From an optimization exercise on the open Yosys and OpenROAD flow, aimed at small area; shortcuts taken in it are not production practice. In this exercise RTL edits were held to simulation tests only and were not proved equivalent to the original. Power and IR drop assume default switching activity.

## run D
==> module rd_sel, before the edit <==
module rd_sel (
   input  logic [31:0] sel,
   input  logic [31:0] d,
   output logic        q
);
   logic [9:0] n;
   for (genvar g = 0; g < 10; g++) begin : g_grp
      aoi222 u (.a(sel[3*g]), .b(d[3*g]), .c(sel[3*g+1]), .d(d[3*g+1]),
         .e(sel[3*g+2]), .f(d[3*g+2]), .y(n[g]));
   end
   logic x0, x1, x2;
   nand4m u_x0 (.a(n[0]), .b(n[1]), .c(n[2]), .d(n[3]), .y(x0));
   nand4m u_x1 (.a(n[4]), .b(n[5]), .c(n[6]), .d(n[7]), .y(x1));
   rd_tail u_x2 (.n8(n[8]), .n9(n[9]), .s30(sel[30]), .d30(d[30]), .s31(sel[31]),
      .d31(d[31]), .y(x2));
   or3m u_q (.a(x0), .b(x1), .c(x2), .y(q));
endmodule
==> module nand4m, before the edit <==
module nand4m (
   input  logic a,
   input  logic b,
   input  logic c,
   input  logic d,
   output logic y
);
   assign y = ~(a & b & c & d);
endmodule
==> module rd_tail, before the edit <==
module rd_tail (
   input  logic n8,
   input  logic n9,
   input  logic s30,
   input  logic d30,
   input  logic s31,
   input  logic d31,
   output logic y
);
   assign y = ~(n8 & n9 & ~((s30 & d30) | (s31 & d31)));
endmodule
==> module or3m, before the edit <==
module or3m (
   input  logic a,
   input  logic b,
   input  logic c,
   output logic y
);
   assign y = a | b | c;
endmodule
clock: 6.5 ns
lec_check: 0
cap_margin: 20
core_margin: 2
core_utilization: 50
cts_buf_list: sky130_fd_sc_hd__clkbuf_8
cts_cluster_diameter: 60
cts_cluster_size: 15
place_density: 0.8
setup_slack_margin: 0.15
slew_margin: 20
synth_hierarchical: 1
standard.sh (not shown) runs the stock make flow with config.mk's settings and CLKGATE_MAP_FILE= SYNTH_SCRIPT=/design/flow/synth_recipe.tcl, a recipe that flattens the netlist after the stock synthesis.
==> flow/flow/run.sh <==
#!/bin/bash
# The standard layout (standard.sh, its synthesis unchanged) with two
# changes: the port buffers use the smallest buffer cell, and the clock
# tree is built without dummy loads.  The make output goes to
# standard_flow.log here; each ORFS step keeps its own log under orfs/logs.
set -euo pipefail
bash standard.sh \
   "BUFFER_PORTS_ARGS=-buffer_cell sky130_fd_sc_hd__buf_1" \
   "CTS_ARGS=-sink_clustering_enable -repair_clock_nets -sink_clustering_size 15 -sink_clustering_max_diameter 60 -dont_use_dummy_load -buf_list sky130_fd_sc_hd__clkbuf_8" \
   finish > standard_flow.log 2>&1
> inputs changed (run D -> run M)
-- flow/design.v --
<<< run D, line 44
   output logic        q
);
   logic [9:0] n;
   for (genvar g = 0; g < 10; g++) begin : g_grp
      aoi222 u (.a(sel[3*g]), .b(d[3*g]), .c(sel[3*g+1]), .d(d[3*g+1]),
         .e(sel[3*g+2]), .f(d[3*g+2]), .y(n[g]));
   end
   logic x0, x1, x2;
   nand4m u_x0 (.a(n[0]), .b(n[1]), .c(n[2]), .d(n[3]), .y(x0));
   nand4m u_x1 (.a(n[4]), .b(n[5]), .c(n[6]), .d(n[7]), .y(x1));
   rd_tail u_x2 (.n8(n[8]), .n9(n[9]), .s30(sel[30]), .d30(d[30]), .s31(sel[31]),
      .d31(d[31]), .y(x2));
   or3m u_q (.a(x0), .b(x1), .c(x2), .y(q));
endmodule
module nand4m (
   input  logic a,
   input  logic b,
   input  logic c,
   input  logic d,
   output logic y
);
   assign y = ~(a & b & c & d);
endmodule
module rd_tail (
   input  logic n8,
   input  logic n9,
   input  logic s30,
   input  logic d30,
   input  logic s31,
   input  logic d31,
   output logic y
);
   assign y = ~(n8 & n9 & ~((s30 & d30) | (s31 & d31)));
endmodule
module or3m (
   input  logic a,
   input  logic b,
   input  logic c,
   output logic y
);
   assign y = a | b | c;
endmodule
module aoi222 (
>>> run M, line 44
   output logic        q
);
   logic [10:0] n;
   for (genvar g = 0; g < 11; g++) begin : g_grp
      if (g < 10) begin : g_full
         aoi222 u (.a(sel[3*g]), .b(d[3*g]), .c(sel[3*g+1]), .d(d[3*g+1]),
            .e(sel[3*g+2]), .f(d[3*g+2]), .y(n[g]));
      end else begin : g_last
         assign n[g] = ~((sel[30] & d[30]) | (sel[31] & d[31]));
      end
   end
   assign q = ~&n;
endmodule
module aoi222 (
==> run notes <==
- [diff] wire length of the first global-routing pass, run M relative to run D: regression
- Relative to run D, pre-CTS setup slack has increased by 22 ps in run M.
- Run D -> run M: mean instance size in the synthesized netlist increased slightly
- Diff run D -> run M: cell area after layout picked up an extra 0.35%; xor-xnor portion of the synthesized cell area neither gained nor lost much; internal power of the cells held; cell count along the critical path increased 5; longest individual stage delay on the worst path saw a decrease.

========
## the previous run
Starting RTL as in the previous note.
==> module shifter, before the edit <==
module shifter (
   input  logic [31:0] d,
   input  logic [4:0]  amt,
   input  logic        left,
   input  logic        arith,
   input  logic        en,
   output logic [31:0] qn
);
   logic fill;
   assign fill = arith & d[31];
   for (genvar l = 0; l < 5; l++) begin : g_lvl
      logic [31:0] ri, ro;
      logic        sl, sr, sn, z, f;
      if (l == 0) begin : g_in
         assign ri = d;
      end else begin : g_in
         assign ri = g_lvl[l-1].ro;
      end
      if (l == 4) begin : g_en
         assign sl = en & amt[l] & left;
         assign sr = en & amt[l] & ~left;
         assign sn = en & ~amt[l];
      end else begin : g_en
         assign sl = amt[l] & left;
         assign sr = amt[l] & ~left;
         assign sn = ~amt[l];
      end
      assign z = (l % 2 == 0) ? ~left : left;
      assign f = (l % 2 == 0) ? fill : ~fill;
      for (genvar i = 0; i < 32; i++) begin : g_bit
         logic vl, vr;
         if (i >= (1 << l)) begin : g_l
            assign vl = ri[i - (1 << l)];
         end else begin : g_l
            assign vl = z;
         end
         if (i + (1 << l) < 32) begin : g_r
            assign vr = ri[i + (1 << l)];
         end else begin : g_r
            assign vr = f;
         end
         aoi222 m (.a(sl), .b(vl), .c(sr), .d(vr), .e(sn), .f(ri[i]), .y(ro[i]));
      end
   end
   assign qn = g_lvl[4].ro;
endmodule
clock: 6.5 ns
lec_check: 0
cap_margin: 20
core_margin: 2
core_utilization: 50
cts_buf_list: sky130_fd_sc_hd__clkbuf_8
cts_cluster_diameter: 60
cts_cluster_size: 18
place_density: 0.8
setup_slack_margin: 0.15
slew_margin: 20
synth_hierarchical: 1
==> flow/flow/run.sh <==
#!/bin/bash
# The standard layout (standard.sh, its synthesis unchanged) with two
# changes: the port buffers use the smallest buffer cell, and the clock
# tree is built without dummy loads.  The make output goes to
# standard_flow.log here; each ORFS step keeps its own log under orfs/logs.
set -euo pipefail
bash standard.sh \
   "BUFFER_PORTS_ARGS=-buffer_cell sky130_fd_sc_hd__buf_1" \
   "CTS_ARGS=-sink_clustering_enable -repair_clock_nets -sink_clustering_size 18 -sink_clustering_max_diameter 60 -dont_use_dummy_load -buf_list sky130_fd_sc_hd__clkbuf_8" \
   finish > standard_flow.log 2>&1
The previous run reached the end of the flow, and the finished layout is clean on the timing, DRC and antenna checks.
--- input diff the previous run..the current run ---
-- flow/design.v --
<<< the previous run, line 44
   output logic        q
);
   logic [9:0] n;
   for (genvar g = 0; g < 10; g++) begin : g_grp
      aoi222 u (.a(sel[3*g]), .b(d[3*g]), .c(sel[3*g+1]), .d(d[3*g+1]),
         .e(sel[3*g+2]), .f(d[3*g+2]), .y(n[g]));
   end
   logic x0, x1, x2;
   nand4m u_x0 (.a(n[0]), .b(n[1]), .c(n[2]), .d(n[3]), .y(x0));
   nand4m u_x1 (.a(n[4]), .b(n[5]), .c(n[6]), .d(n[7]), .y(x1));
   rd_tail u_x2 (.n8(n[8]), .n9(n[9]), .s30(sel[30]), .d30(d[30]), .s31(sel[31]),
      .d31(d[31]), .y(x2));
   or3m u_q (.a(x0), .b(x1), .c(x2), .y(q));
endmodule
module nand4m (
   input  logic a,
   input  logic b,
   input  logic c,
   input  logic d,
   output logic y
);
   assign y = ~(a & b & c & d);
endmodule
module rd_tail (
   input  logic n8,
   input  logic n9,
   input  logic s30,
   input  logic d30,
   input  logic s31,
   input  logic d31,
   output logic y
);
   assign y = ~(n8 & n9 & ~((s30 & d30) | (s31 & d31)));
endmodule
module or3m (
   input  logic a,
   input  logic b,
   input  logic c,
   output logic y
);
   assign y = a | b | c;
endmodule
module aoi222 (
>>> the current run, line 44
   output logic        q
);
   logic [10:0] n;
   for (genvar g = 0; g < 11; g++) begin : g_grp
      if (g < 10) begin : g_full
         aoi222 u (.a(sel[3*g]), .b(d[3*g]), .c(sel[3*g+1]), .d(d[3*g+1]),
            .e(sel[3*g+2]), .f(d[3*g+2]), .y(n[g]));
      end else begin : g_last
         assign n[g] = ~((sel[30] & d[30]) | (sel[31] & d[31]));
      end
   end
   assign q = ~&n;
endmodule
module aoi222 (
<<< the previous run, line 234
         assign sn = ~amt[l];
      end
      assign z = (l % 2 == 0) ? ~left : left;
      assign f = (l % 2 == 0) ? fill : ~fill;
      for (genvar i = 0; i < 32; i++) begin : g_bit
>>> the current run, line 205
         assign sn = ~amt[l];
      end
      assign z = (l % 2 == 0) ? 1'b0 : 1'b1;
      assign f = (l % 2 == 0) ? fill : ~fill;
      for (genvar i = 0; i < 32; i++) begin : g_bit
Findings:
- Comparing first-pass GRT wire length for the previous run and the current run, the smaller number came from the previous run.
- Buffer and inverter count on the worst path, the previous run and the current run, lower one = the previous run.
- | netlist area before placement | the current run vs the previous run | 0.68% higher |
- The critical path depth reported for the current run is smaller than that of the previous run by 4.
- The current run vs the previous run: placeable core area up
- In the current run, the per-instance average area after synthesis came out about 0.7% above the value in the previous run.
- The current run ends up with a layout filler cell count that is 81 higher than in the previous run.
- As far as portion of the layout cell area used by clock cells is concerned, the previous run and the current run perform about the same.
- Per the comparison of the current run with the previous run, post-route non-filler standard cell count went up; final wirelength went up; static leakage went up.
- Diff the previous run..the current run | xor and xnor area share after synthesis | negligible
- Compare the previous run and the current run | sequential group share of total power higher: the previous run
- | setup slack | higher: the previous run |

[re-timing with driven ports]
How much do the figures lean on ideal ports? The routed layouts below were timed once more, with nothing changed but the port constraints.
Step 1 sets driving cells, clkbuf_16 on the clock port and buf_2 on the other inputs (assumed; they add their load-dependent delay and slew).
Step 2 also shifts input and output timing later by t, the mid clock arrival at the registers, as if the neighbouring blocks saw the same clock.
a / b / c = ideal / step 1 / step 2; a / b = the first two.
run	shift t [ns]	slack for setup (ns)	worst hold slack (ns)	worst setup path after step 2	pins driven straight from the clock port
run D	0.809	0.266 / 0.266 / 0.266	0.332 / 0.332 / 0.332	register to register	1
run M	0.814	0.212 / 0.212 / 0.212	0.329 / 0.329 / 0.329	register to register	1
the previous run	0.802	0.307 / 0.307 / 0.307	0.331 / 0.331 / 0.331	register to register	1
the current run	0.795	0.191 / 0.191 / 0.191	0.333 / 0.333 / 0.333	register to register	1
After both steps setup and hold are still met in every run listed.
